From an optimization exercise on the open Yosys and OpenROAD flow, aimed at small area; shortcuts taken in it are not production practice. Only simulation tests tie the RTL to the original design; equivalence was not proved. Power figures rest on the tool's default switching activity, not on a simulated workload.

==> flow/design.v (outline; a module is shown in full before it is edited, if it fits) <==
// module sobol_gen_cfg: 31 lines
// module sobol_gen_core: 1373 lines
// module sobol_sequence_generator_top: 119 lines
module sobol_sequence_generator_top #(
  parameter int NUM_DIMS = 8
) (
  input  logic                                 clk,
  input  logic                                 rst_n,
  input  logic                                 in_valid,
  output logic                                 in_stall,
  input  logic                                 in_restart,
  output logic                                 out_valid,
  input  logic                                 out_stall,
  output logic [31:0]                          out_point_index,
  output logic                                 out_last_point,
  output logic [31:0]                          out_coord_0,
  output logic [31:0]                          out_coord_1,
  output logic [31:0]                          out_coord_2,
  output logic [31:0]                          out_coord_3,
  output logic [31:0]                          out_coord_4,
  output logic [31:0]                          out_coord_5,
  output logic [31:0]                          out_coord_6,
  output logic [31:0]                          out_coord_7,
  input  logic                                 psel,
  input  logic                                 penable,
  input  logic                                 pwrite,
  input  logic [sobol_gen_pkg::CFG_ADDR_W-1:0] paddr,
  input  logic [sobol_gen_pkg::CFG_DATA_W-1:0] pwdata,
  output logic [sobol_gen_pkg::CFG_DATA_W-1:0] prdata,
  output logic                                 pready
);
  // ...
==> flow/flow/run.sh <==
#!/bin/bash
# The standard layout (standard.sh: ORFS with the standard flow's config), with these changes:
# - the port buffers buffer_ports inserts are the smallest buffer, buf_1,
#   instead of the tool's default pick; every port still gets its buffer;
# - after synthesis, flow/downsize.tcl swaps each upsized combinational cell
#   for its family's smallest size (same function) and splits each
#   three-input XOR cell into two two-input XORs (smaller); the flow's own
#   repair steps then resize or buffer what slew, capacitance and timing need;
# - during placement (flow/smallbuf.tcl) repair buffers only with buf_1/buf_2
#   (or clkbuf_1/clkbuf_2), not larger buffers or delay cells;
# - clock tree synthesis without dummy loads.
# Registers are untouched: the netlist keeps the standard synthesis's flops.
set -euo pipefail
bash standard.sh 'BUFFER_PORTS_ARGS=-buffer_cell sky130_fd_sc_hd__buf_1' \
  "POST_SYNTH_TCL=$(pwd)/flow/downsize.tcl" \
  "PRE_GLOBAL_PLACE_TCL=$(pwd)/flow/smallbuf.tcl" \
  "PRE_RESIZE_TCL=$(pwd)/flow/smallbuf.tcl" \
  'CTS_ARGS=-sink_clustering_enable -repair_clock_nets -buf_list sky130_fd_sc_hd__clkbuf_8 -dont_use_dummy_load' \
  finish > orfs_make.log 2>&1
==> flow/flow/smallbuf.tcl <==
set_dont_use [get_lib_cells {sky130_fd_sc_hd__buf_4 sky130_fd_sc_hd__buf_6 sky130_fd_sc_hd__buf_8 sky130_fd_sc_hd__buf_12 sky130_fd_sc_hd__buf_16 sky130_fd_sc_hd__clkbuf_4 sky130_fd_sc_hd__clkbuf_8 sky130_fd_sc_hd__clkbuf_16 sky130_fd_sc_hd__dlygate4sd* sky130_fd_sc_hd__dlymetal6s* sky130_fd_sc_hd__clkdlybuf4s* sky130_fd_sc_hd__bufbuf_* sky130_fd_sc_hd__bufinv_*}]
==> flow/standard.sh <==
#!/bin/bash
# synth_recipe.tcl (not shown) runs the flow's synth.tcl, then flattens the netlist and writes it again
# the make line also repeats each setting of config.mk as NAME=value (left out here)
make -C /OpenROAD-flow-scripts/flow DESIGN_CONFIG=/design/flow/config.mk WORK_HOME=/design/flow/orfs CLKGATE_MAP_FILE= SYNTH_SCRIPT=/design/flow/synth_recipe.tcl "${@:-finish}"
==> flow/config.mk <==
export PLATFORM = sky130hd
export DESIGN_NAME = sobol_sequence_generator_top
export DESIGN_NICKNAME = sobol_sequence_generator_top
export VERILOG_FILES = /design/flow/design.v
export SDC_FILE = /design/flow/constraint.sdc
export NUM_CORES = 4
export LEC_CHECK = 0
export CAP_MARGIN = 20
export CORE_MARGIN = 2
export CORE_UTILIZATION = 65
export CTS_BUF_LIST = sky130_fd_sc_hd__clkbuf_8
export PLACE_DENSITY = 0.8
export SLEW_MARGIN = 20
==> flow/constraint.sdc <==
create_clock -name core_clock -period 7.0 [get_ports {clk}]
set_input_delay 1.4000 -clock core_clock [delete_from_list [all_inputs] [get_ports {clk}]]
set_output_delay 1.4000 -clock core_clock [all_outputs]
set_load 0.01 [all_outputs]
Not shown: flow/flow/downsize.tcl
==> results.json, run 1 <==
{
  "cp.depth": 10,
  "comb_power_mw": 3.83,
  "cts_resized": 0,
  "grt.overflow.total": 0,
  "seqPwrFrac_pct": 10.9,
  "cp-start-kind": "register",
  "cts_tree": "yes",
  "switching_power_mw": 2.54,
  "post-route-util_pct": 76.7,
  "grt_util_met2_pct": 74.3,
  "coreArea_sq_um": 16600,
  "clk_path_buf_depth": 2,
  "fin_ws_ns": 1.23,
  "status": "no timing/DRC/antenna violations",
  "multi_input_cells": 1215,
  "finalSetupTns_ns": 0,
  "yosysWarningCount": 2,
  "inverters": 19,
  "cts_made_buffers": 9,
  "grt_pass1_vias": 10900,
  "hpwl_mm": 33.2,
  "buffers": 416,
  "start_util_pct": 66.5,
  "place_ws_ns": 1.74,
  "ant_nets": 0,
  "r2r_end": "idx[31]",
  "switching_share_pct": 55.4,
  "dieArea_sq_um": 18000,
  "rr_worst_depth": 8,
  "min_period_ns": 5.77,
  "wl_per_cell_microns": 22.1,
  "report.final.setup_viol": 0
}
==> run 2: changes to the inputs <==
==> flow/design.v (replaced) <==
package sobol_gen_pkg;
  localparam int MAX_DIMS      = 8;
  localparam int FRACTION_BITS = 32;
  localparam int DIMS_W        = 4;
  localparam int CFG_ADDR_W    = 4;
  localparam int CFG_DATA_W    = 32;
  localparam logic [1:0] REG_DIMS    = 2'd0;
  localparam logic [1:0] REG_RUN_LEN = 2'd1;
  localparam logic [1:0] REG_SEEK    = 2'd2;
endpackage
module sobol_gen_cfg (
  input  logic        clk,
  input  logic        rst_n,
  input  logic        wr_en,
  input  logic [1:0]  reg_sel,
  input  logic [31:0] pwdata,
  input  logic [31:0] next_index,
  output logic [31:0] prdata,
  output logic [3:0]  dims,
  output logic [31:0] run_len
);
  logic [31:0] run_len_n;
  assign run_len = ~run_len_n;
  always_ff @(posedge clk) begin
    if (!rst_n) begin
      dims      <= 4'd8;
      run_len_n <= '0;
    end else if (wr_en) begin
      if (reg_sel == sobol_gen_pkg::REG_DIMS)    dims      <= pwdata[3:0];
      if (reg_sel == sobol_gen_pkg::REG_RUN_LEN) run_len_n <= ~pwdata;
    end
  end
  always_comb begin
    case (reg_sel)
      sobol_gen_pkg::REG_DIMS:    prdata = {28'b0, dims};
      sobol_gen_pkg::REG_RUN_LEN: prdata = run_len;
      sobol_gen_pkg::REG_SEEK:    prdata = next_index;
      default:                    prdata = '0;
    endcase
  end
endmodule
module sobol_gen_core (
  input  logic [31:0]  n,
  output logic [255:0] w
);
  logic t32;
  logic t33;
  logic t34;
  logic t35;
  logic t36;
  logic t37;
  logic t38;
  logic t39;
  logic t40;
  logic t41;
  logic t42;
  logic t43;
  logic t44;
  logic t45;
  logic t46;
  logic t47;
  logic t48;
  logic t49;
  logic t50;
  logic t51;
  logic t52;
  logic t53;
  logic t54;
  logic t55;
  logic t56;
  logic t57;
  logic t58;
  logic t59;
  logic t60;
  logic t61;
  logic t62;
  logic t63;
  logic t64;
  logic t65;
  logic t66;
  logic t67;
  logic t68;
  logic t69;
  logic t70;
  logic t71;
  logic t72;
  logic t73;
  logic t74;
  logic t75;
  logic t76;
  logic t77;
  logic t78;
  logic t79;
  logic t80;
  logic t81;
  logic t82;
  logic t83;
  logic t84;
  logic t85;
  logic t86;
  logic t87;
  logic t88;
  logic t89;
  logic t90;
  logic t91;
  logic t92;
  logic t93;
  logic t94;
  logic t95;
  logic t96;
  logic t97;
  logic t98;
  logic t99;
  logic t100;
  logic t101;
  logic t102;
  logic t103;
  logic t104;
  logic t105;
  logic t106;
  logic t107;
  logic t108;
  logic t109;
  logic t110;
  logic t111;
  logic t112;
  logic t113;
  logic t114;
  logic t115;
  logic t116;
  logic t117;
  logic t118;
  logic t119;
  logic t120;
  logic t121;
  logic t122;
  logic t123;
  logic t124;
  logic t125;
  logic t126;
  logic t127;
  logic t128;
  logic t129;
  logic t130;
  logic t131;
  logic t132;
  logic t133;
  logic t134;
  logic t135;
  logic t136;
  logic t137;
  logic t138;
  logic t139;
  logic t140;
  logic t141;
  logic t142;
  logic t143;
  logic t144;
  logic t145;
  logic t146;
  logic t147;
  logic t148;
  logic t149;
  logic t150;
  logic t151;
  logic t152;
  logic t153;
  logic t154;
  logic t155;
  logic t156;
  logic t157;
  logic t158;
  logic t159;
  logic t160;
  logic t161;
  logic t162;
  logic t163;
  logic t164;
  logic t165;
  logic t166;
  logic t167;
  logic t168;
  logic t169;
  logic t170;
  logic t171;
  logic t172;
  logic t173;
  logic t174;
  logic t175;
  logic t176;
  logic t177;
  logic t178;
  logic t179;
  logic t180;
  logic t181;
  logic t182;
  logic t183;
  logic t184;
  logic t185;
  logic t186;
  logic t187;
  logic t188;
  logic t189;
  logic t190;
  logic t191;
  logic t192;
  logic t193;
  logic t194;
  logic t195;
  logic t196;
  logic t197;
  logic t198;
  logic t199;
  logic t200;
  logic t201;
  logic t202;
  logic t203;
  logic t204;
  logic t205;
  logic t206;
  logic t207;
  logic t208;
  logic t209;
  logic t210;
  logic t211;
  logic t212;
  logic t213;
  logic t214;
  logic t215;
  logic t216;
  logic t217;
  logic t218;
  logic t219;
  logic t220;
  logic t221;
  logic t222;
  logic t223;
  logic t224;
  logic t225;
  logic t226;
  logic t227;
  logic t228;
  logic t229;
  logic t230;
  logic t231;
  logic t232;
  logic t233;
  logic t234;
  logic t235;
  logic t236;
  logic t237;
  logic t238;
  logic t239;
  logic t240;
  logic t241;
  logic t242;
  logic t243;
  logic t244;
  logic t245;
  logic t246;
  logic t247;
  logic t248;
  logic t249;
  logic t250;
  logic t251;
  logic t252;
  logic t253;
  logic t254;
  logic t255;
  logic t256;
  logic t257;
  logic t258;
  logic t259;
  logic t260;
  logic t261;
  logic t262;
  logic t263;
  logic t264;
  logic t265;
  logic t266;
  logic t267;
  logic t268;
  logic t269;
  logic t270;
  logic t271;
  logic t272;
  logic t273;
  logic t274;
  logic t275;
  logic t276;
  logic t277;
  logic t278;
  logic t279;
  logic t280;
  logic t281;
  logic t282;
  logic t283;
  logic t284;
  logic t285;
  logic t286;
  logic t287;
  logic t288;
  logic t289;
  logic t290;
  logic t291;
  logic t292;
  logic t293;
  logic t294;
  logic t295;
  logic t296;
  logic t297;
  logic t298;
  logic t299;
  logic t300;
  logic t301;
  logic t302;
  logic t303;
  logic t304;
  logic t305;
  logic t306;
  logic t307;
  logic t308;
  logic t309;
  logic t310;
  logic t311;
  logic t312;
  logic t313;
  logic t314;
  logic t315;
  logic t316;
  logic t317;
  logic t318;
  logic t319;
  logic t320;
  logic t321;
  logic t322;
  logic t323;
  logic t324;
  logic t325;
  logic t326;
  logic t327;
  logic t328;
  logic t329;
  logic t330;
  logic t331;
  logic t332;
  logic t333;
  logic t334;
  logic t335;
  logic t336;
  logic t337;
  logic t338;
  logic t339;
  logic t340;
  logic t341;
  logic t342;
  logic t343;
  logic t344;
  logic t345;
  logic t346;
  logic t347;
  logic t348;
  logic t349;
  logic t350;
  logic t351;
  logic t352;
  logic t353;
  logic t354;
  logic t355;
  logic t356;
  logic t357;
  logic t358;
  logic t359;
  logic t360;
  logic t361;
  logic t362;
  logic t363;
  logic t364;
  logic t365;
  logic t366;
  logic t367;
  logic t368;
  logic t369;
  logic t370;
  logic t371;
  logic t372;
  logic t373;
  logic t374;
  logic t375;
  logic t376;
  logic t377;
  logic t378;
  logic t379;
  logic t380;
  logic t381;
  logic t382;
  logic t383;
  logic t384;
  logic t385;
  logic t386;
  logic t387;
  logic t388;
  logic t389;
  logic t390;
  logic t391;
  logic t392;
  logic t393;
  logic t394;
  logic t395;
  logic t396;
  logic t397;
  logic t398;
  logic t399;
  logic t400;
  logic t401;
  logic t402;
  logic t403;
  logic t404;
  logic t405;
  logic t406;
  logic t407;
  logic t408;
  logic t409;
  logic t410;
  logic t411;
  logic t412;
  logic t413;
  logic t414;
  logic t415;
  logic t416;
  logic t417;
  logic t418;
  logic t419;
  logic t420;
  logic t421;
  logic t422;
  logic t423;
  logic t424;
  logic t425;
  logic t426;
  logic t427;
  logic t428;
  logic t429;
  logic t430;
  logic t431;
  logic t432;
  logic t433;
  logic t434;
  logic t435;
  logic t436;
  logic t437;
  logic t438;
  logic t439;
  logic t440;
  logic t441;
  logic t442;
  logic t443;
  logic t444;
  logic t445;
  logic t446;
  logic t447;
  logic t448;
  logic t449;
  logic t450;
  logic t451;
  logic t452;
  logic t453;
  logic t454;
  logic t455;
  logic t456;
  logic t457;
  logic t458;
  logic t459;
  logic t460;
  logic t461;
  logic t462;
  logic t463;
  logic t464;
  logic t465;
  logic t466;
  logic t467;
  logic t468;
  logic t469;
  logic t470;
  logic t471;
  logic t472;
  logic t473;
  logic t474;
  logic t475;
  logic t476;
  logic t477;
  logic t478;
  logic t479;
  logic t480;
  logic t481;
  logic t482;
  logic t483;
  logic t484;
  logic t485;
  logic t486;
  logic t487;
  logic t488;
  logic t489;
  logic t490;
  logic t491;
  logic t492;
  logic t493;
  logic t494;
  logic t495;
  logic t496;
  logic t497;
  logic t498;
  logic t499;
  logic t500;
  logic t501;
  logic t502;
  logic t503;
  logic t504;
  logic t505;
  logic t506;
  logic t507;
  logic t508;
  logic t509;
  logic t510;
  logic t511;
  logic t512;
  logic t513;
  logic t514;
  logic t515;
  logic t516;
  logic t517;
  logic t518;
  logic t519;
  logic t520;
  logic t521;
  logic t522;
  logic t523;
  logic t524;
  logic t525;
  logic t526;
  logic t527;
  logic t528;
  logic t529;
  logic t530;
  logic t531;
  logic t532;
  logic t533;
  logic t534;
  logic t535;
  logic t536;
  logic t537;
  logic t538;
  logic t539;
  logic t540;
  logic t541;
  logic t542;
  logic t543;
  logic t544;
  logic t545;
  logic t546;
  logic t547;
  logic t548;
  logic t549;
  logic t550;
  logic t551;
  logic t552;
  logic t553;
  logic t554;
  logic t555;
  logic t556;
  logic t557;
  logic t558;
  logic t559;
  logic t560;
  logic t561;
  logic t562;
  logic t563;
  logic t564;
  logic t565;
  logic t566;
  logic t567;
  logic t568;
  logic t569;
  logic t570;
  logic t571;
  logic t572;
  logic t573;
  logic t574;
  logic t575;
  logic t576;
  logic t577;
  logic t578;
  logic t579;
  assign t32 = n[0] ^ n[1];
  assign t33 = n[1] ^ n[2];
  assign t34 = n[2] ^ n[3];
  assign t35 = n[3] ^ n[4];
  assign t36 = n[4] ^ n[5];
  assign t37 = n[5] ^ n[6];
  assign t38 = n[6] ^ n[7];
  assign t39 = n[7] ^ n[8];
  assign t40 = n[8] ^ n[9];
  assign t41 = n[9] ^ n[10];
  assign t42 = n[10] ^ n[11];
  assign t43 = n[11] ^ n[12];
  assign t44 = n[12] ^ n[13];
  assign t45 = n[13] ^ n[14];
  assign t46 = n[14] ^ n[15];
  assign t47 = n[15] ^ n[16];
  assign t48 = n[16] ^ n[17];
  assign t49 = n[17] ^ n[18];
  assign t50 = n[18] ^ n[19];
  assign t51 = n[19] ^ n[20];
  assign t52 = n[20] ^ n[21];
  assign t53 = n[21] ^ n[22];
  assign t54 = n[22] ^ n[23];
  assign t55 = n[23] ^ n[24];
  assign t56 = n[24] ^ n[25];
  assign t57 = n[25] ^ n[26];
  assign t58 = n[26] ^ n[27];
  assign t59 = n[27] ^ n[28];
  assign t60 = n[28] ^ n[29];
  assign t61 = n[29] ^ n[30];
  assign t62 = n[30] ^ n[31];
  assign t63 = t51 ^ t55;
  assign t64 = n[31] ^ t59;
  assign t65 = t50 ^ t54;
  assign t66 = t53 ^ t61;
  assign t67 = t60 ^ t62;
  assign t68 = t46 ^ t58;
  assign t69 = t45 ^ t57;
  assign t70 = t44 ^ t56;
  assign t71 = t48 ^ t52;
  assign t72 = t47 ^ t59;
  assign t73 = t41 ^ t49;
  assign t74 = n[31] ^ t55;
  assign t75 = t39 ^ t43;
  assign t76 = t58 ^ t65;
  assign t77 = t47 ^ t64;
  assign t78 = t54 ^ t66;
  assign t79 = t36 ^ t40;
  assign t80 = t56 ^ t57;
  assign t81 = t42 ^ t68;
  assign t82 = t49 ^ t62;
  assign t83 = t61 ^ t69;
  assign t84 = t39 ^ t63;
  assign t85 = t47 ^ t74;
  assign t86 = t44 ^ t52;
  assign t87 = t35 ^ t37;
  assign t88 = t45 ^ t60;
  assign t89 = t38 ^ t65;
  assign t90 = n[31] ^ t47;
  assign t91 = t54 ^ t71;
  assign t92 = t42 ^ t73;
  assign t93 = t50 ^ t52;
  assign t94 = t43 ^ t51;
  assign t95 = n[31] ^ t51;
  assign t96 = t42 ^ t70;
  assign t97 = t63 ^ t64;
  assign t98 = t63 ^ t75;
  assign t99 = t57 ^ t61;
  assign t100 = t45 ^ t53;
  assign t101 = t43 ^ t63;
  assign t102 = t38 ^ t79;
  assign t103 = t69 ^ t73;
  assign t104 = t41 ^ t77;
  assign t105 = t58 ^ t62;
  assign t106 = t63 ^ t72;
  assign t107 = t40 ^ t68;
  assign t108 = t46 ^ t54;
  assign t109 = t37 ^ t59;
  assign t110 = t58 ^ t67;
  assign t111 = t49 ^ t53;
  assign t112 = t51 ^ t64;
  assign t113 = t60 ^ t70;
  assign t114 = t58 ^ t61;
  assign t115 = t37 ^ t66;
  assign t116 = t55 ^ t92;
  assign t117 = t67 ^ t78;
  assign t118 = t72 ^ t94;
  assign t119 = t40 ^ t71;
  assign t120 = t62 ^ t68;
  assign t121 = t65 ^ t68;
  assign t122 = t72 ^ t83;
  assign t123 = t55 ^ t64;
  assign t124 = t39 ^ t85;
  assign t125 = t67 ^ t93;
  assign t126 = t34 ^ t56;
  assign t127 = t48 ^ t82;
  assign t128 = t76 ^ t102;
  assign t129 = t50 ^ t81;
  assign t130 = t46 ^ t65;
  assign t131 = t36 ^ t38;
  assign t132 = t61 ^ t74;
  assign t133 = t75 ^ t89;
  assign t134 = t44 ^ t88;
  assign t135 = t62 ^ t78;
  assign t136 = t71 ^ t105;
  assign t137 = t40 ^ t70;
  assign t138 = t86 ^ t128;
  assign t139 = t35 ^ t69;
  assign t140 = t59 ^ t76;
  assign t141 = t66 ^ t72;
  assign t142 = t50 ^ t63;
  assign t143 = t52 ^ t60;
  assign t144 = t107 ^ t125;
  assign t145 = t66 ^ t104;
  assign t146 = t43 ^ t83;
  assign t147 = t32 ^ t36;
  assign t148 = t60 ^ t64;
  assign t149 = t52 ^ t54;
  assign t150 = t33 ^ t49;
  assign t151 = n[31] ^ t53;
  assign t152 = t100 ^ t108;
  assign t153 = n[31] ^ t98;
  assign t154 = t33 ^ t48;
  assign t155 = t54 ^ t67;
  assign t156 = t73 ^ t88;
  assign t157 = t79 ^ t96;
  assign t158 = t34 ^ t81;
  assign t159 = t57 ^ t87;
  assign t160 = t106 ^ t121;
  assign t161 = t70 ^ t71;
  assign t162 = t51 ^ t145;
  assign t163 = t77 ^ t98;
  assign t164 = t69 ^ t109;
  assign t165 = t38 ^ t119;
  assign t166 = t61 ^ t62;
  assign t167 = t53 ^ t57;
  assign t168 = t84 ^ t122;
  assign t169 = t62 ^ t89;
  assign t170 = t48 ^ t103;
  assign t171 = t76 ^ t157;
  assign t172 = t45 ^ t90;
  assign t173 = t49 ^ t61;
  assign t174 = t52 ^ t80;
  assign t175 = t50 ^ t67;
  assign t176 = t50 ^ t62;
  assign t177 = t79 ^ t158;
  assign t178 = t126 ^ t156;
  assign t179 = t92 ^ t167;
  assign t180 = t48 ^ t175;
  assign t181 = t103 ^ t129;
  assign t182 = t57 ^ t110;
  assign t183 = t74 ^ t143;
  assign t184 = t60 ^ t114;
  assign t185 = t41 ^ t100;
  assign t186 = t63 ^ t91;
  assign t187 = t50 ^ t82;
  assign t188 = t33 ^ t87;
  assign t189 = t101 ^ t164;
  assign t190 = n[31] ^ t67;
  assign t191 = t75 ^ t134;
  assign t192 = t80 ^ t127;
  assign t193 = t68 ^ t113;
  assign t194 = t81 ^ t93;
  assign t195 = t84 ^ t185;
  assign t196 = t101 ^ t140;
  assign t197 = t94 ^ t150;
  assign t198 = t91 ^ t177;
  assign t199 = t75 ^ t159;
  assign t200 = t137 ^ t170;
  assign t201 = t104 ^ t146;
  assign t202 = t95 ^ t113;
  assign t203 = t39 ^ t53;
  assign t204 = t66 ^ t76;
  assign t205 = t55 ^ t73;
  assign t206 = t32 ^ t79;
  assign t207 = t109 ^ t195;
  assign t208 = t49 ^ t112;
  assign t209 = t62 ^ t76;
  assign t210 = t35 ^ t163;
  assign t211 = t116 ^ t130;
  assign t212 = t43 ^ t77;
  assign t213 = t49 ^ t97;
  assign t214 = t46 ^ t117;
  assign t215 = t41 ^ t189;
  assign t216 = t92 ^ t115;
  assign t217 = t46 ^ t70;
  assign t218 = t46 ^ t133;
  assign t219 = t54 ^ t151;
  assign t220 = t61 ^ t172;
  assign t221 = t39 ^ t208;
  assign t222 = t43 ^ t64;
  assign t223 = t45 ^ t115;
  assign t224 = t47 ^ t55;
  assign t225 = t89 ^ t193;
  assign t226 = t57 ^ t66;
  assign t227 = t82 ^ t174;
  assign t228 = t67 ^ t108;
  assign t229 = t60 ^ t198;
  assign t230 = t70 ^ t88;
  assign t231 = t51 ^ t71;
  assign t232 = t102 ^ t194;
  assign t233 = t56 ^ t61;
  assign t234 = t82 ^ t85;
  assign t235 = t87 ^ t171;
  assign t236 = t55 ^ t111;
  assign t237 = t57 ^ t78;
  assign t238 = t67 ^ t89;
  assign t239 = t165 ^ t217;
  assign t240 = t56 ^ t59;
  assign t241 = t111 ^ t199;
  assign t242 = t37 ^ t83;
  assign t243 = t81 ^ t137;
  assign t244 = t38 ^ t75;
  assign t245 = t147 ^ t241;
  assign t246 = t66 ^ t75;
  assign t247 = t56 ^ t125;
  assign t248 = t85 ^ t192;
  assign t249 = t71 ^ t172;
  assign t250 = t47 ^ t100;
  assign t251 = t59 ^ t110;
  assign t252 = t155 ^ t203;
  assign t253 = t108 ^ t124;
  assign t254 = t87 ^ t141;
  assign t255 = t36 ^ t58;
  assign t256 = t72 ^ t218;
  assign t257 = t86 ^ t131;
  assign t258 = t37 ^ t134;
  assign t259 = t56 ^ t209;
  assign t260 = t71 ^ t216;
  assign t261 = t82 ^ t140;
  assign t262 = n[30] ^ t59;
  assign t263 = t116 ^ t131;
  assign t264 = t45 ^ t214;
  assign t265 = t41 ^ t223;
  assign t266 = t56 ^ t119;
  assign t267 = t100 ^ t221;
  assign t268 = t114 ^ t183;
  assign t269 = t37 ^ t98;
  assign t270 = t53 ^ t60;
  assign t271 = t65 ^ t162;
  assign t272 = t46 ^ t67;
  assign t273 = t96 ^ t168;
  assign t274 = t38 ^ t258;
  assign t275 = t91 ^ t273;
  assign t276 = t45 ^ t205;
  assign t277 = t40 ^ t56;
  assign t278 = t67 ^ t201;
  assign t279 = t173 ^ t274;
  assign t280 = t143 ^ t206;
  assign t281 = t95 ^ t180;
  assign t282 = t47 ^ t179;
  assign t283 = t69 ^ t141;
  assign t284 = t40 ^ t48;
  assign t285 = t86 ^ t120;
  assign t286 = t112 ^ t154;
  assign t287 = t34 ^ t285;
  assign t288 = t80 ^ t166;
  assign t289 = t43 ^ t120;
  assign t290 = t136 ^ t215;
  assign t291 = t170 ^ t252;
  assign t292 = t55 ^ t141;
  assign t293 = t160 ^ t161;
  assign t294 = t36 ^ t191;
  assign t295 = t96 ^ t136;
  assign t296 = t42 ^ t86;
  assign t297 = t97 ^ t209;
  assign t298 = t37 ^ t264;
  assign t299 = t225 ^ t236;
  assign t300 = t139 ^ t292;
  assign t301 = t56 ^ t72;
  assign t302 = t106 ^ t295;
  assign t303 = t179 ^ t196;
  assign t304 = t118 ^ t129;
  assign t305 = t77 ^ t187;
  assign t306 = t35 ^ t66;
  assign t307 = t56 ^ t190;
  assign t308 = t114 ^ t186;
  assign t309 = t121 ^ t294;
  assign t310 = t61 ^ t211;
  assign t311 = t71 ^ t222;
  assign t312 = t55 ^ t78;
  assign t313 = t41 ^ t239;
  assign t314 = t147 ^ t154;
  assign t315 = t34 ^ t174;
  assign t316 = t101 ^ t159;
  assign t317 = t41 ^ t68;
  assign t318 = t38 ^ t200;
  assign t319 = t34 ^ t131;
  assign t320 = t32 ^ t75;
  assign t321 = t48 ^ t202;
  assign t322 = t44 ^ t272;
  assign t323 = t45 ^ t259;
  assign t324 = t34 ^ t269;
  assign t325 = t53 ^ t55;
  assign t326 = t96 ^ t228;
  assign t327 = t52 ^ t63;
  assign t328 = t196 ^ t266;
  assign t329 = t94 ^ t152;
  assign t330 = t257 ^ t298;
  assign t331 = t42 ^ t228;
  assign t332 = t44 ^ t290;
  assign t333 = t119 ^ t188;
  assign t334 = t205 ^ t254;
  assign t335 = t48 ^ t134;
  assign t336 = n[28] ^ n[31];
  assign t337 = t42 ^ t146;
  assign t338 = n[31] ^ t110;
  assign t339 = t52 ^ t204;
  assign t340 = t44 ^ t206;
  assign t341 = t59 ^ t60;
  assign t342 = t95 ^ t219;
  assign t343 = t59 ^ t84;
  assign t344 = t83 ^ t221;
  assign t345 = t59 ^ t306;
  assign t346 = t54 ^ t337;
  assign t347 = t69 ^ t160;
  assign t348 = t317 ^ t345;
  assign t349 = t284 ^ t329;
  assign t350 = t103 ^ t163;
  assign t351 = t101 ^ t250;
  assign t352 = t76 ^ t84;
  assign t353 = t99 ^ t155;
  assign t354 = t271 ^ t287;
  assign t355 = t139 ^ t238;
  assign t356 = t49 ^ t186;
  assign t357 = t82 ^ t308;
  assign t358 = t33 ^ t218;
  assign t359 = t75 ^ t265;
  assign t360 = t240 ^ t357;
  assign t361 = t91 ^ t279;
  assign t362 = t64 ^ t105;
  assign t363 = t62 ^ t74;
  assign t364 = t61 ^ t309;
  assign t365 = t77 ^ t120;
  assign t366 = t214 ^ t231;
  assign t367 = t56 ^ t136;
  assign t368 = t90 ^ t197;
  assign t369 = t154 ^ t219;
  assign t370 = t118 ^ t242;
  assign t371 = t78 ^ t191;
  assign t372 = t129 ^ t202;
  assign t373 = t43 ^ t334;
  assign t374 = t62 ^ t149;
  assign t375 = t58 ^ t346;
  assign t376 = t139 ^ t144;
  assign t377 = t80 ^ t219;
  assign t378 = t150 ^ t153;
  assign t379 = t99 ^ t341;
  assign t380 = t188 ^ t350;
  assign t381 = t242 ^ t378;
  assign t382 = t234 ^ t320;
  assign t383 = t101 ^ t187;
  assign t384 = t70 ^ t72;
  assign t385 = t300 ^ t313;
  assign t386 = t47 ^ t56;
  assign t387 = t161 ^ t222;
  assign t388 = t148 ^ t233;
  assign t389 = t77 ^ t86;
  assign t390 = t77 ^ t113;
  assign t391 = t105 ^ t123;
  assign t392 = t55 ^ t149;
  assign t393 = t39 ^ t315;
  assign t394 = t176 ^ t263;
  assign t395 = t66 ^ t183;
  assign t396 = t160 ^ t297;
  assign t397 = t229 ^ t381;
  assign t398 = t99 ^ t293;
  assign t399 = t69 ^ t180;
  assign t400 = t133 ^ t230;
  assign t401 = t67 ^ t389;
  assign t402 = t67 ^ t339;
  assign t403 = n[26] ^ t64;
  assign t404 = t162 ^ t239;
  assign t405 = t280 ^ t358;
  assign t406 = n[26] ^ t67;
  assign t407 = t168 ^ t340;
  assign t408 = t81 ^ t386;
  assign t409 = t107 ^ t401;
  assign t410 = t78 ^ t249;
  assign t411 = t58 ^ t151;
  assign t412 = t291 ^ t408;
  assign t413 = t156 ^ t277;
  assign t414 = t130 ^ t325;
  assign t415 = t85 ^ t289;
  assign t416 = t237 ^ t391;
  assign t417 = t178 ^ t244;
  assign t418 = t149 ^ t233;
  assign t419 = t116 ^ t371;
  assign t420 = t36 ^ t412;
  assign t421 = t107 ^ t312;
  assign t422 = t85 ^ t375;
  assign t423 = t47 ^ t86;
  assign t424 = t301 ^ t366;
  assign t425 = t60 ^ t80;
  assign t426 = t139 ^ t394;
  assign t427 = t66 ^ t74;
  assign t428 = t35 ^ t364;
  assign t429 = t97 ^ t192;
  assign t430 = t107 ^ t324;
  assign t431 = t144 ^ t359;
  assign t432 = t51 ^ t104;
  assign t433 = t95 ^ t226;
  assign t434 = t319 ^ t332;
  assign t435 = t53 ^ t112;
  assign t436 = t66 ^ t335;
  assign t437 = t40 ^ t361;
  assign t438 = t166 ^ t240;
  assign t439 = t67 ^ t99;
  assign t440 = t310 ^ t393;
  assign t441 = t158 ^ t210;
  assign t442 = t68 ^ t95;
  assign t443 = t80 ^ t411;
  assign t444 = t124 ^ t223;
  assign t445 = t59 ^ t101;
  assign t446 = t97 ^ t135;
  assign t447 = t235 ^ t267;
  assign t448 = t106 ^ t437;
  assign t449 = t111 ^ t123;
  assign t450 = t42 ^ t169;
  assign t451 = t47 ^ t149;
  assign t452 = t76 ^ t333;
  assign t453 = t382 ^ t452;
  assign t454 = t80 ^ t175;
  assign t455 = n[31] ^ t60;
  assign t456 = n[31] ^ t61;
  assign t457 = t66 ^ t376;
  assign t458 = t348 ^ t400;
  assign t459 = t125 ^ t449;
  assign t460 = t197 ^ t457;
  assign t461 = t230 ^ t430;
  assign t462 = t417 ^ t421;
  assign t463 = n[31] ^ t182;
  assign t464 = t153 ^ t169;
  assign t465 = t51 ^ t61;
  assign t466 = t126 ^ t426;
  assign t467 = t81 ^ t321;
  assign t468 = t42 ^ t328;
  assign t469 = n[22] ^ n[26];
  assign t470 = t50 ^ t434;
  assign t471 = t44 ^ t237;
  assign t472 = t286 ^ t428;
  assign t473 = t227 ^ t435;
  assign t474 = t231 ^ t261;
  assign t475 = t102 ^ t369;
  assign t476 = t55 ^ t184;
  assign t477 = t142 ^ t436;
  assign t478 = t152 ^ t224;
  assign t479 = t282 ^ t352;
  assign t480 = t167 ^ t326;
  assign t481 = t130 ^ t296;
  assign t482 = t246 ^ t276;
  assign t483 = t48 ^ t323;
  assign t484 = t62 ^ t212;
  assign t485 = t124 ^ t330;
  assign t486 = t64 ^ t99;
  assign t487 = t76 ^ t429;
  assign t488 = t66 ^ t380;
  assign t489 = t164 ^ t299;
  assign t490 = t54 ^ t363;
  assign t491 = t73 ^ t349;
  assign t492 = t138 ^ t241;
  assign t493 = t57 ^ t148;
  assign t494 = t66 ^ t316;
  assign t495 = t54 ^ t493;
  assign t496 = t83 ^ t383;
  assign t497 = t40 ^ t440;
  assign t498 = t305 ^ t465;
  assign t499 = t216 ^ t464;
  assign t500 = t57 ^ t327;
  assign t501 = t283 ^ t405;
  assign t502 = t127 ^ t414;
  assign t503 = t96 ^ t203;
  assign t504 = t41 ^ t480;
  assign t505 = t147 ^ t354;
  assign t506 = t314 ^ t503;
  assign t507 = t79 ^ t260;
  assign t508 = t97 ^ t353;
  assign t509 = t80 ^ t190;
  assign t510 = t165 ^ t419;
  assign t511 = t84 ^ t178;
  assign t512 = t42 ^ t76;
  assign t513 = t255 ^ t275;
  assign t514 = t55 ^ t57;
  assign t515 = t169 ^ t441;
  assign t516 = t118 ^ t200;
  assign t517 = t80 ^ t459;
  assign t518 = t34 ^ t453;
  assign t519 = t41 ^ t398;
  assign t520 = t76 ^ t318;
  assign t521 = t220 ^ t322;
  assign t522 = t33 ^ t138;
  assign t523 = t99 ^ t235;
  assign t524 = t74 ^ t483;
  assign t525 = t311 ^ t466;
  assign t526 = t451 ^ t461;
  assign t527 = t234 ^ t471;
  assign t528 = t59 ^ t117;
  assign t529 = t135 ^ t183;
  assign t530 = t95 ^ t492;
  assign t531 = t368 ^ t523;
  assign t532 = n[28] ^ t57;
  assign t533 = t66 ^ t413;
  assign t534 = t43 ^ t489;
  assign t535 = t355 ^ t506;
  assign t536 = t62 ^ t253;
  assign t537 = n[19] ^ t97;
  assign t538 = t475 ^ t511;
  assign t539 = t55 ^ t65;
  assign t540 = t135 ^ t500;
  assign t541 = t204 ^ t248;
  assign t542 = t173 ^ t442;
  assign t543 = t86 ^ t152;
  assign t544 = t90 ^ t356;
  assign t545 = t168 ^ t225;
  assign t546 = t238 ^ t507;
  assign t547 = t213 ^ t226;
  assign t548 = t243 ^ t278;
  assign t549 = n[25] ^ t105;
  assign t550 = n[27] ^ t62;
  assign t551 = t138 ^ t207;
  assign t552 = t38 ^ t536;
  assign t553 = t132 ^ t155;
  assign t554 = t331 ^ t407;
  assign t555 = t42 ^ t448;
  assign t556 = t49 ^ t410;
  assign t557 = t211 ^ t423;
  assign t558 = t54 ^ t105;
  assign t559 = t432 ^ t535;
  assign t560 = t87 ^ t497;
  assign t561 = t57 ^ t213;
  assign t562 = n[21] ^ n[24];
  assign t563 = t227 ^ t539;
  assign t564 = t132 ^ t367;
  assign t565 = t81 ^ t484;
  assign t566 = t370 ^ t522;
  assign t567 = t142 ^ t443;
  assign t568 = t65 ^ t467;
  assign t569 = t173 ^ t384;
  assign t570 = t123 ^ t431;
  assign t571 = t74 ^ t270;
  assign t572 = t111 ^ t347;
  assign t573 = t59 ^ t288;
  assign t574 = t232 ^ t494;
  assign t575 = t61 ^ t64;
  assign t576 = t245 ^ t372;
  assign t577 = t55 ^ t454;
  assign t578 = t83 ^ t120;
  assign t579 = t181 ^ t343;
  assign w[0] = n[31];
  assign w[1] = t62;
  assign w[2] = t61;
  assign w[3] = t60;
  assign w[4] = t59;
  assign w[5] = t58;
  assign w[6] = t57;
  assign w[7] = t56;
  assign w[8] = t55;
  assign w[9] = t54;
  assign w[10] = t53;
  assign w[11] = t52;
  assign w[12] = t51;
  assign w[13] = t50;
  assign w[14] = t49;
  assign w[15] = t48;
  assign w[16] = t47;
  assign w[17] = t46;
  assign w[18] = t45;
  assign w[19] = t44;
  assign w[20] = t43;
  assign w[21] = t42;
  assign w[22] = t41;
  assign w[23] = t40;
  assign w[24] = t39;
  assign w[25] = t38;
  assign w[26] = t37;
  assign w[27] = t36;
  assign w[28] = t35;
  assign w[29] = t34;
  assign w[30] = t33;
  assign w[31] = t32;
  assign w[32] = n[31];
  assign w[33] = n[30];
  assign w[34] = t456;
  assign w[35] = n[28];
  assign w[36] = t64;
  assign w[37] = t362;
  assign w[38] = t486;
  assign w[39] = n[24];
  assign w[40] = t74;
  assign w[41] = t490;
  assign w[42] = t427;
  assign w[43] = t529;
  assign w[44] = t97;
  assign w[45] = t297;
  assign w[46] = t547;
  assign w[47] = n[16];
  assign w[48] = t90;
  assign w[49] = t396;
  assign w[50] = t220;
  assign w[51] = t521;
  assign w[52] = t212;
  assign w[53] = t565;
  assign w[54] = t201;
  assign w[55] = t548;
  assign w[56] = t124;
  assign w[57] = t552;
  assign w[58] = t444;
  assign w[59] = t485;
  assign w[60] = t210;
  assign w[61] = t515;
  assign w[62] = t488;
  assign w[63] = n[0];
  assign w[64] = n[31];
  assign w[65] = t62;
  assign w[66] = n[29];
  assign w[67] = t336;
  assign w[68] = t575;
  assign w[69] = t110;
  assign w[70] = t463;
  assign w[71] = t573;
  assign w[72] = t123;
  assign w[73] = t558;
  assign w[74] = t416;
  assign w[75] = t537;
  assign w[76] = t433;
  assign w[77] = t247;
  assign w[78] = t517;
  assign w[79] = t360;
  assign w[80] = t224;
  assign w[81] = t108;
  assign w[82] = t478;
  assign w[83] = t543;
  assign w[84] = t351;
  assign w[85] = t481;
  assign w[86] = t557;
  assign w[87] = t491;
  assign w[88] = t153;
  assign w[89] = t450;
  assign w[90] = t499;
  assign w[91] = t546;
  assign w[92] = t373;
  assign w[93] = t229;
  assign w[94] = t397;
  assign w[95] = t559;
  assign w[96] = n[31];
  assign w[97] = n[30];
  assign w[98] = t61;
  assign w[99] = t60;
  assign w[100] = t550;
  assign w[101] = t403;
  assign w[102] = t379;
  assign w[103] = t509;
  assign w[104] = t55;
  assign w[105] = t54;
  assign w[106] = t562;
  assign w[107] = t392;
  assign w[108] = t342;
  assign w[109] = t142;
  assign w[110] = t236;
  assign w[111] = t91;
  assign w[112] = t544;
  assign w[113] = t502;
  assign w[114] = t556;
  assign w[115] = t477;
  assign w[116] = t445;
  assign w[117] = t512;
  assign w[118] = t303;
  assign w[119] = t468;
  assign w[120] = t479;
  assign w[121] = t256;
  assign w[122] = t215;
  assign w[123] = t171;
  assign w[124] = t447;
  assign w[125] = t470;
  assign w[126] = t531;
  assign w[127] = t501;
  assign w[128] = n[31];
  assign w[129] = t62;
  assign w[130] = t456;
  assign w[131] = n[28];
  assign w[132] = n[27];
  assign w[133] = t251;
  assign w[134] = t439;
  assign w[135] = t388;
  assign w[136] = t74;
  assign w[137] = t490;
  assign w[138] = t135;
  assign w[139] = t395;
  assign w[140] = t446;
  assign w[141] = t402;
  assign w[142] = t561;
  assign w[143] = t487;
  assign w[144] = t541;
  assign w[145] = t424;
  assign w[146] = t524;
  assign w[147] = t527;
  assign w[148] = t118;
  assign w[149] = t304;
  assign w[150] = t181;
  assign w[151] = t516;
  assign w[152] = t579;
  assign w[153] = t520;
  assign w[154] = t207;
  assign w[155] = t551;
  assign w[156] = t530;
  assign w[157] = t525;
  assign w[158] = t566;
  assign w[159] = t576;
  assign w[160] = n[31];
  assign w[161] = n[30];
  assign w[162] = t166;
  assign w[163] = t455;
  assign w[164] = t262;
  assign w[165] = t406;
  assign w[166] = t182;
  assign w[167] = t307;
  assign w[168] = t132;
  assign w[169] = t553;
  assign w[170] = t528;
  assign w[171] = t268;
  assign w[172] = t508;
  assign w[173] = t567;
  assign w[174] = t563;
  assign w[175] = t564;
  assign w[176] = t77;
  assign w[177] = t365;
  assign w[178] = t578;
  assign w[179] = t390;
  assign w[180] = t415;
  assign w[181] = t422;
  assign w[182] = t504;
  assign w[183] = t409;
  assign w[184] = t168;
  assign w[185] = t545;
  assign w[186] = t534;
  assign w[187] = t513;
  assign w[188] = t458;
  assign w[189] = t560;
  assign w[190] = t538;
  assign w[191] = t554;
  assign w[192] = n[31];
  assign w[193] = n[30];
  assign w[194] = n[29];
  assign w[195] = t60;
  assign w[196] = t148;
  assign w[197] = t338;
  assign w[198] = t532;
  assign w[199] = t425;
  assign w[200] = t514;
  assign w[201] = t469;
  assign w[202] = t377;
  assign w[203] = t374;
  assign w[204] = t540;
  assign w[205] = t577;
  assign w[206] = t473;
  assign w[207] = t474;
  assign w[208] = t106;
  assign w[209] = t160;
  assign w[210] = t572;
  assign w[211] = t161;
  assign w[212] = t387;
  assign w[213] = t302;
  assign w[214] = t519;
  assign w[215] = t533;
  assign w[216] = t482;
  assign w[217] = t510;
  assign w[218] = t555;
  assign w[219] = t232;
  assign w[220] = t574;
  assign w[221] = t462;
  assign w[222] = t472;
  assign w[223] = t518;
  assign w[224] = n[31];
  assign w[225] = t62;
  assign w[226] = t61;
  assign w[227] = t60;
  assign w[228] = t59;
  assign w[229] = t184;
  assign w[230] = t549;
  assign w[231] = t438;
  assign w[232] = t476;
  assign w[233] = t495;
  assign w[234] = t571;
  assign w[235] = t418;
  assign w[236] = t95;
  assign w[237] = t176;
  assign w[238] = t173;
  assign w[239] = t281;
  assign w[240] = t498;
  assign w[241] = t542;
  assign w[242] = t399;
  assign w[243] = t569;
  assign w[244] = t496;
  assign w[245] = t568;
  assign w[246] = t162;
  assign w[247] = t144;
  assign w[248] = t344;
  assign w[249] = t404;
  assign w[250] = t570;
  assign w[251] = t420;
  assign w[252] = t385;
  assign w[253] = t526;
  assign w[254] = t460;
  assign w[255] = t505;
endmodule
module sobol_sequence_generator_top #(
  parameter int NUM_DIMS = 8
) (
  input  logic                                 clk,
  input  logic                                 rst_n,
  input  logic                                 in_valid,
  output logic                                 in_stall,
  input  logic                                 in_restart,
  output logic                                 out_valid,
  input  logic                                 out_stall,
  output logic [31:0]                          out_point_index,
  output logic                                 out_last_point,
  output logic [31:0]                          out_coord_0,
  output logic [31:0]                          out_coord_1,
  output logic [31:0]                          out_coord_2,
  output logic [31:0]                          out_coord_3,
  output logic [31:0]                          out_coord_4,
  output logic [31:0]                          out_coord_5,
  output logic [31:0]                          out_coord_6,
  output logic [31:0]                          out_coord_7,
  input  logic                                 psel,
  input  logic                                 penable,
  input  logic                                 pwrite,
  input  logic [sobol_gen_pkg::CFG_ADDR_W-1:0] paddr,
  input  logic [sobol_gen_pkg::CFG_DATA_W-1:0] pwdata,
  output logic [sobol_gen_pkg::CFG_DATA_W-1:0] prdata,
  output logic                                 pready
);
  logic        in_valid_r, out_valid_r, restart_r, lst, sk;
  logic [31:0] idx;
  logic [3:0]  dims;
  logic [31:0] run_len;
  logic        load, in_take, clr, last, wr_en, seek_we, cin;
  logic [32:0] cy;       
  logic [31:0] nxt;      
  logic [31:0] n_new;    
  logic [255:0] w;
  logic [31:0] csa_s;
  logic [32:0] csa_c, csa_sum;
  assign pready  = 1'b1;
  assign wr_en   = psel & penable & pwrite;
  assign seek_we = wr_en & (paddr[3:2] == sobol_gen_pkg::REG_SEEK);
  sobol_gen_cfg u_cfg (
    .clk        (clk),
    .rst_n      (rst_n),
    .wr_en      (wr_en),
    .reg_sel    (paddr[3:2]),
    .pwdata     (pwdata),
    .next_index (lst ? 32'd0 : nxt),
    .prdata     (prdata),
    .dims       (dims),
    .run_len    (run_len)
  );
  assign load     = in_valid_r & (~out_valid_r | ~out_stall);
  assign in_stall = in_valid_r & ~load;
  assign in_take  = in_valid & ~in_stall;
  assign clr      = restart_r | lst;
  assign cin      = ~sk;
  for (genvar i = 0; i <= 32; i++) begin : g_cy
    if (i == 0) begin : g_lo
      assign cy[i] = cin;
    end else begin : g_hi
      assign cy[i] = cin & (&idx[i-1:0]);
    end
  end
  assign nxt   = idx ^ cy[31:0];
  assign n_new = clr ? 32'd0 : nxt;
  always_comb begin
    for (int i = 0; i < 32; i++) begin
      if (i == 1) csa_s[i] = ~(idx[i] ^ ~run_len[i]);
      else        csa_s[i] = idx[i] ^ ~run_len[i];
    end
    csa_c[0] = 1'b0;
    for (int i = 0; i < 32; i++) begin
      if (i == 1) csa_c[i+1] = idx[i] | ~run_len[i];
      else        csa_c[i+1] = idx[i] & ~run_len[i];
    end
  end
  assign csa_sum = {1'b0, csa_s} + {1'b0, csa_c[31:0]} + {32'd0, cin};
  assign last    = clr ? ~|run_len[31:1] : (csa_sum[32] | csa_c[32]);
  always_ff @(posedge clk) begin
    if (!rst_n) begin
      in_valid_r  <= 1'b0;
      out_valid_r <= 1'b0;
      lst         <= 1'b1;
      sk          <= 1'b0;
    end else begin
      in_valid_r  <= in_take | (in_valid_r & ~load);
      out_valid_r <= load | (out_valid_r & out_stall);
      if (seek_we) begin
        lst <= 1'b0;
        sk  <= 1'b1;
      end else if (load) begin
        lst <= last;
        sk  <= 1'b0;
      end
    end
  end
  always_ff @(posedge clk) begin
    if (in_take) restart_r <= in_restart;
    if (seek_we)   idx <= pwdata;
    else if (load) idx <= n_new;
  end
  sobol_gen_core u_core (
    .n (idx),
    .w (w)
  );
  assign out_valid       = out_valid_r;
  assign out_point_index = idx;
  assign out_last_point  = lst;
  assign out_coord_0     = (dims > 4'd0) ? w[0*32 +: 32] : 32'd0;
  assign out_coord_1     = (dims > 4'd1) ? w[1*32 +: 32] : 32'd0;
  assign out_coord_2     = (dims > 4'd2) ? w[2*32 +: 32] : 32'd0;
  assign out_coord_3     = (dims > 4'd3) ? w[3*32 +: 32] : 32'd0;
  assign out_coord_4     = (dims > 4'd4) ? w[4*32 +: 32] : 32'd0;
  assign out_coord_5     = (dims > 4'd5) ? w[5*32 +: 32] : 32'd0;
  assign out_coord_6     = (dims > 4'd6) ? w[6*32 +: 32] : 32'd0;
  assign out_coord_7     = (dims > 4'd7) ? w[7*32 +: 32] : 32'd0;
endmodule
==> flow/flow/run.sh (replaced) <==
#!/bin/bash
# The standard layout (standard.sh: ORFS with the standard flow's config), with these changes:
# - the port buffers buffer_ports inserts are the smallest buffer, buf_1,
#   instead of the tool's default pick; every port still gets its buffer;
# - after synthesis, flow/downsize.tcl swaps each upsized combinational cell
#   for its family's smallest size (same function); the flow's own repair
#   steps then resize or buffer what slew, capacitance and timing need;
# - during placement (flow/smallbuf.tcl) repair buffers only with buf_1/buf_2
#   (or clkbuf_1/clkbuf_2), not larger buffers or delay cells;
# - clock tree synthesis without dummy loads.
# Registers are untouched: the netlist keeps the standard synthesis's flops.
set -euo pipefail
bash standard.sh 'BUFFER_PORTS_ARGS=-buffer_cell sky130_fd_sc_hd__buf_1' \
  "POST_SYNTH_TCL=$(pwd)/flow/downsize.tcl" \
  "PRE_GLOBAL_PLACE_TCL=$(pwd)/flow/smallbuf.tcl" \
  "PRE_RESIZE_TCL=$(pwd)/flow/smallbuf.tcl" \
  'CTS_ARGS=-sink_clustering_enable -repair_clock_nets -buf_list sky130_fd_sc_hd__clkbuf_8 -dont_use_dummy_load' \
  finish > orfs_make.log 2>&1
--- a/flow/flow/downsize.tcl
+++ b/flow/flow/downsize.tcl
@@ -197,42 +197,8 @@
 foreach inst [[ord::get_db_block] getInsts] {
   set m [[$inst getMaster] getName]
   if { [dict exists $ds_map $m] } {
     replace_cell [$inst getName] [dict get $ds_map $m]
     incr ds_count
   }
 }
 puts "downsize.tcl: swapped $ds_count cells for their smallest size"
-# Split each three-input XOR/XNOR cell (23.8 um2) into two two-input ones
-# (17.5 um2): X = A ^ B ^ C becomes t = A ^ B, X = t ^ C (xnor3: X = ~(t ^ C)).
-set ds_db [ord::get_db]
-set ds_block [ord::get_db_block]
-set ds_xor2 [$ds_db findMaster sky130_fd_sc_hd__xor2_1]
-set ds_xnor2 [$ds_db findMaster sky130_fd_sc_hd__xnor2_1]
-set ds_split 0
-foreach inst [$ds_block getInsts] {
-  set m [[$inst getMaster] getName]
-  if { ![string match sky130_fd_sc_hd__xor3_* $m] && ![string match sky130_fd_sc_hd__xnor3_* $m] } { continue }
-  set na [[$inst findITerm A] getNet]
-  set nb [[$inst findITerm B] getNet]
-  set nc [[$inst findITerm C] getNet]
-  set nx [[$inst findITerm X] getNet]
-  set name [$inst getName]
-  set t [odb::dbNet_create $ds_block "${name}_s3t"]
-  set i1 [odb::dbInst_create $ds_block $ds_xor2 "${name}_s3a"]
-  if { [string match *xnor3* $m] } {
-    set i2 [odb::dbInst_create $ds_block $ds_xnor2 "${name}_s3b"]
-    set o2 Y
-  } else {
-    set i2 [odb::dbInst_create $ds_block $ds_xor2 "${name}_s3b"]
-    set o2 X
-  }
-  odb::dbInst_destroy $inst
-  [$i1 findITerm A] connect $na
-  [$i1 findITerm B] connect $nb
-  [$i1 findITerm X] connect $t
-  [$i2 findITerm A] connect $t
-  [$i2 findITerm B] connect $nc
-  [$i2 findITerm $o2] connect $nx
-  incr ds_split
-}
-puts "split3.tcl: split $ds_split three-input XOR cells"
==> run 2 against run 1 <==
  * Wire length down 3.1%
  * Register-to-register slack barely moved
  * Design area barely moved
  * Non-clock buffer count is 4 higher
  * Critical path type unchanged
  * Critical endpoint unchanged
  * Highest routed layer unchanged
==> results.json, run 2 <==
{
  "dr.first_iter.drc_count": 1092,
  "multi_input_area_sq_um": 8870,
  "io_pins": 368,
  "start_util_pct": 66.3,
  "cts_root_buf": "clkbuf_8",
  "cts_tree": "yes",
  "drv_cap": 0,
  "final_common_cell": "buf_1",
  "crit_arrival_ns": 4.03,
  "finalSetupTns_ns": 0,
  "grt.overflow.total": 0,
  "cts_setup_buffers": 0,
  "coreArea_sq_um": 16500,
  "gp_congestion": 1.02,
  "min_period_ns": 5.43,
  "drive_gt1_share_pct": 2.39,
  "clock_latency_ns": 0.36,
  "cts_resized": 0,
  "register_area_sq_um": 1790,
  "end_kind": "output port",
  "port_buffers": 364,
  "via_count": 11700,
  "tightest_slew_ns": 1.17,
  "reg_top3": "idx (32), u_cfg.run_len_n (32), u_cfg.dims (4)",
  "crit_fanout": 9,
  "die_w_microns": 134,
  "hpwl_mm": 32.3,
  "clk_path_buf_depth": 2,
  "antenna_cells": 0,
  "row_count": 47,
  "syn_area_sq_um": 11000,
  "drc": 0,
  "required_ns": 5.60,
  "slew_headroom_pct": 22.3,
  "leakage_nw": 5.03,
  "final_cell_mix": "buf_1, xnor2_1, nor2_1, xor2_1, nand2_1",
  "drv_slew": 0,
  "dieHeight_microns": 134,
  "crit_type": "reg2out",
  "report.final.setup_viol": 0,
  "fin_crit_sh_pct": 77.5,
  "yosysWarningCount": 2,
  "cp-start-kind": "register",
  "syn_nets": 1499,
  "via_per_inst": 6.03,
  "syn_inst": 1376,
  "hold_path.class": "reg2reg",
  "grt_max_degree": 45,
  "cts_max_level": 3,
  "postPlaceCellArea_sq_um": 12600,
  "area_delta_synth_final_pct": 15.9,
  "clkTransAtPathRegs_ns": 0.07,
  "fin_nets": 1844,
  "cts_made_buffers": 9,
  "ir_drop_v": 0.000434,
  "avgSynthCellArea_sq_um": 7.97,
  "fmax_ghz": 0.184,
  "antenna_found_initial": 0,
  "fillers": 1297,
  "postCtsHoldBufs": 0,
  "rrSetupSlack_ns": 3.93,
  "grt_pass1_vias": 10900,
  "ant_nets": 0,
  "globalRouteTotalUtil_pct": 44.5,
  "status": "no timing/DRC/antenna violations",
  "dieArea_sq_um": 17900,
  "final_hold_viol_count": 0,
  "grt_first_pass_wirelength_mm": 61.6,
  "wl_per_cell_microns": 21.6,
  "p_per_area_nw_per_um2": 363,
  "design_area_sq_um": 12700,
  "clock_sinks": 73,
  "fin_skew_ns": 0.0120,
  "finalWirelength_mm": 41.9,
  "rsz0062_at_grt": "false",
  "power_mw": 4.62,
  "drtPass1Iterations": 6
}
[run 2: metrics by stage]
stage                     util [%]  setup WS, ns  hold slack (ns)  cells
after floorplan                  -          2.36            0.473   1376
after global placement        76.0          1.81            0.485   1930
after global routing          76.9          1.42            0.549   1939
after detailed placement      76.0          1.73            0.500   1930
final                         76.9          1.57            0.524   1939
after CTS                     76.8          1.35            0.518   1939
[run 2: final timing paths]
path | depth (start not counted) | startpoint | to
worst min-delay path | 2 | in_valid_r | out_valid_r
worst max register to register | 8 | idx[2] | idx[31]
worst max-delay path | 9 | idx[24] | out_coord_5[28]
worst min register to register | 2 | in_valid_r | out_valid_r
[run 2: worst max-delay path, cell delays in order (launching register included)]
cell,delay [ns]
edfxtp_1,0.60
ha_1,0.47
xor2_1,0.75
xnor2_1,0.49
xnor2_1,0.27
xnor2_1,0.48
xnor2_1,0.16
xnor2_1,0.16
nor2_1,0.12
buf_1,0.17
[run 2: routing by layer]
| layer | GRT usage [%] | vias up | wire [microns] |
|---|---|---|---|
| li1 | - | 5158 | - |
| met1 | 53.9 | 5410 | 15200 |
| met2 | 74.0 | 929 | 19300 |
| met3 | 8.28 | 187 | 4860 |
| met4 | 25.5 | 0 | 2510 |
| met5 | 0 | - | 0 |
[run 2: layout make-up]
type,count,share of cell area (%)
multi-input cells,1201,69.8
inverters,16,0.473
flip-flops and latches,73,14.1
repair buffers,420,12.5
well taps,220,2.17
clock buffers,9,0.975
[run 2: power breakdown]
part | switching, mW | internal (mW) | total [mW]
logic | 2.35 | 1.52 | 3.87
registers | 0.0334 | 0.463 | 0.497
clock network | 0.142 | 0.115 | 0.256
total | 2.52 | 2.09 | 4.62
==> run 3: changes to the inputs <==
--- a/flow/flow/run.sh
+++ b/flow/flow/run.sh
@@ -7,10 +7,12 @@
 #   steps then resize or buffer what slew, capacitance and timing need;
 # - during placement (flow/smallbuf.tcl) repair buffers only with buf_1/buf_2
 #   (or clkbuf_1/clkbuf_2), not larger buffers or delay cells;
-# - clock tree synthesis without dummy loads.
+# - clock tree synthesis without dummy loads;
+# - timing-driven global placement does not keep its intermediate repair
+#   (GPL_KEEP_OVERFLOW=0); the placement repair step fixes what is needed.
 # Registers are untouched: the netlist keeps the standard synthesis's flops.
 set -euo pipefail
-bash standard.sh 'BUFFER_PORTS_ARGS=-buffer_cell sky130_fd_sc_hd__buf_1' \
+GPL_KEEP_OVERFLOW=0 bash standard.sh 'BUFFER_PORTS_ARGS=-buffer_cell sky130_fd_sc_hd__buf_1' \
   "POST_SYNTH_TCL=$(pwd)/flow/downsize.tcl" \
   "PRE_GLOBAL_PLACE_TCL=$(pwd)/flow/smallbuf.tcl" \
   "PRE_RESIZE_TCL=$(pwd)/flow/smallbuf.tcl" \
==> run 3 against run 2 <==
  * Sequential power hardly changed
  * Clock power is 2% higher
  * Non-clock buffer count down 32
  * Global-route usage down 1.1 points
  * Die area stayed put
  * Hold slack improved by 0.0046 ns
  * Clock-buffer cell count stayed put
==> results.json, run 3 <==
{
  "status": "no timing/DRC/antenna violations",
  "via_count": 11300,
  "area_delta_synth_final_pct": 16.3,
  "finalWirelength_mm": 40.6,
  "syn_area_sq_um": 11000,
  "clkTransAtPathRegs_ns": 0.08,
  "avgSynthCellArea_sq_um": 7.97,
  "critPathMaxStageDelay_ns": 1.05,
  "rsz0062_at_grt": "false",
  "crit_arrival_ns": 4.96,
  "final_cell_mix": "xnor2_1, buf_1, nor2_1, xor2_1, nand2_1",
  "fin_ws_ns": 0.642,
  "final_common_cell": "xnor2_1",
  "post-route-util_pct": 77.1,
  "drive_gt1_share_pct": 4.45,
  "gp_congestion": 1.00,
  "dp_cells": 1898,
  "globalRouteTotalUtil_pct": 43.3,
  "grt.overflow.total": 0,
  "cts_made_buffers": 9,
  "power_mw": 4.62,
  "postPlaceCellArea_sq_um": 12600,
  "slew_headroom_pct": 17.3,
  "crit_chain": "ha_1 -> xor2_1 -> xnor2_1 -> xnor2_1 -> xnor2_1 -> xnor2_1 -> xnor2_1 -> nor2_1 -> buf_1",
  "cp-start-kind": "register",
  "clock_latency_ns": 0.37,
  "reg_top3": "idx (32), u_cfg.run_len_n (32), u_cfg.dims (4)",
  "grt_pass1_vias": 10500,
  "place_ws_ns": 1.26,
  "cp_slowest_cell": "ha_1",
  "clock_sinks": 73,
  "report.final.setup_viol": 0,
  "stdcell_count": 1907,
  "hold_path.class": "reg2reg",
  "antenna_cells": 0,
  "end_kind": "output port",
  "die_w_microns": 134,
  "ant_nets": 0,
  "hpwl_mm": 30.9,
  "ir_drop_v": 0.000371,
  "cp_num_buf_inv": 1,
  "design_area_sq_um": 12700,
  "clk_path_buf_depth": 2,
  "cpMostUsedCell": "xnor2_1",
  "p_per_area_nw_per_um2": 362,
  "cts_setup_buffers": 0,
  "drv_cap": 0,
  "drtPass1Iterations": 5,
  "leakage_nw": 5.11,
  "crit_start": "idx[22]",
  "wl_per_cell_microns": 21.3,
  "syn_inst": 1376,
  "drc": 0,
  "fin_nets": 1812,
  "fillers": 1346,
  "postCtsHoldBufs": 0,
  "fmax_ghz": 0.157,
  "yosysWarningCount": 2,
  "grt_max_degree": 41,
  "cts_resized": 0,
  "crit_fanout": 15,
  "drv_slew": 0,
  "row_count": 47,
  "tightest_slew_ns": 1.23,
  "dr.first_iter.drc_count": 1126,
  "grt_first_pass_wirelength_mm": 60.1,
  "coreArea_sq_um": 16500,
  "hold_ws_ns": 0.529,
  "syn_nets": 1499,
  "min_period_ns": 6.36,
  "io_pins": 368,
  "cts_root_buf": "clkbuf_8",
  "critical-path-top-delay-family": "XOR/XNOR gates",
  "port_buffers": 364,
  "antenna_found_initial": 0,
  "fin_skew_ns": 0.0227,
  "finalSetupTns_ns": 0,
  "worstHoldStart": "u_cfg.run_len_n[0]",
  "required_ns": 5.60,
  "start_util_pct": 66.3,
  "dieArea_sq_um": 17900,
  "final_hold_viol_count": 0,
  "dieHeight_microns": 134,
  "crit_type": "reg2out",
  "via_per_inst": 5.95,
  "r2r-start": "idx[3]",
  "cts_max_level": 3,
  "cts_tree": "yes",
  "fin_crit_sh_pct": 90.8
}
## run 3: layout make-up
cell class | instances | area (sq um) | share of cell area (%)
Clock buffer | 9 | 124 | 0.972
Inverter | 16 | 60.1 | 0.471
Multi-Input combinational cell | 1201 | 9010 | 70.7
Sequential cell | 73 | 1790 | 14.1
Tap cell | 220 | 275 | 2.16
Timing Repair Buffer | 388 | 1490 | 11.7
## run 3: where the power goes
| group | internal (mW) | switching, mW |
|---|---|---|
| sequential | 0.463 | 0.0339 |
| combinational | 1.52 | 2.34 |
| clock | 0.115 | 0.146 |
## run 3: worst paths after layout
path / endpoint / slack [ns] / cells after the start
setup / recovery: out_coord_6[31] / 0.64 / 9
hold / removal: u_cfg.run_len_n[0] / 0.53 / 2
setup reg to reg: idx[31] / 3.65 / 8
hold reg to reg: u_cfg.run_len_n[0] / 0.53 / 2
## run 3: worst reg2reg max path, delay by kind of cell (launching register included)
family | cells | cell delay [ns]
simple gates | 5 | 1.83
flops | 1 | 0.51
compound gates | 1 | 0.15
fa+ha+maj | 1 | 0.29
xor+xnor | 1 | 0.29
## run 3: per-layer routing
layer / global-route usage, % / vias up / wire (microns)
met5: 0 / - / 0
li1: - / 5100 / -
met4: 22.0 / 0 / 2300
met2: 71.1 / 805 / 18600
met1: 55.1 / 5266 / 15500
met3: 7.11 / 172 / 4220

[static timing again, ports no longer ideal]
The flow's constraints put no driver on any port. The routed layouts listed below were extracted and timed again, unchanged, in two steps. Step 1 assumes that a clkbuf_16 drives the clock port and a buf_2 every other input. Step 2 also shifts input and output timing later by t, the mid clock arrival at the registers, as if the neighbouring blocks saw the same clock. Slacks: ideal ports / drivers / drivers and shift; pairs: ideal ports / drivers.
run | t, ns | setup slack, ns | hold slack, ns | latest minus earliest clock arrival (ns) | slew at the worst register clock pin (ns)
run 1 | 0.396 | 1.230 / 1.195 / 1.590 | 0.525 / 0.525 / 0.525 | 0.019 / 0.019 | 0.08 / 0.08
run 2 | 0.383 | 1.574 / 1.542 / 1.925 | 0.524 / 0.524 / 0.524 | 0.012 / 0.012 | 0.07 / 0.07
run 3 | 0.394 | 0.642 / 0.607 / 1.001 | 0.529 / 0.529 / 0.529 | 0.023 / 0.022 | 0.08 / 0.08
After both steps setup and hold are still met in every run listed.
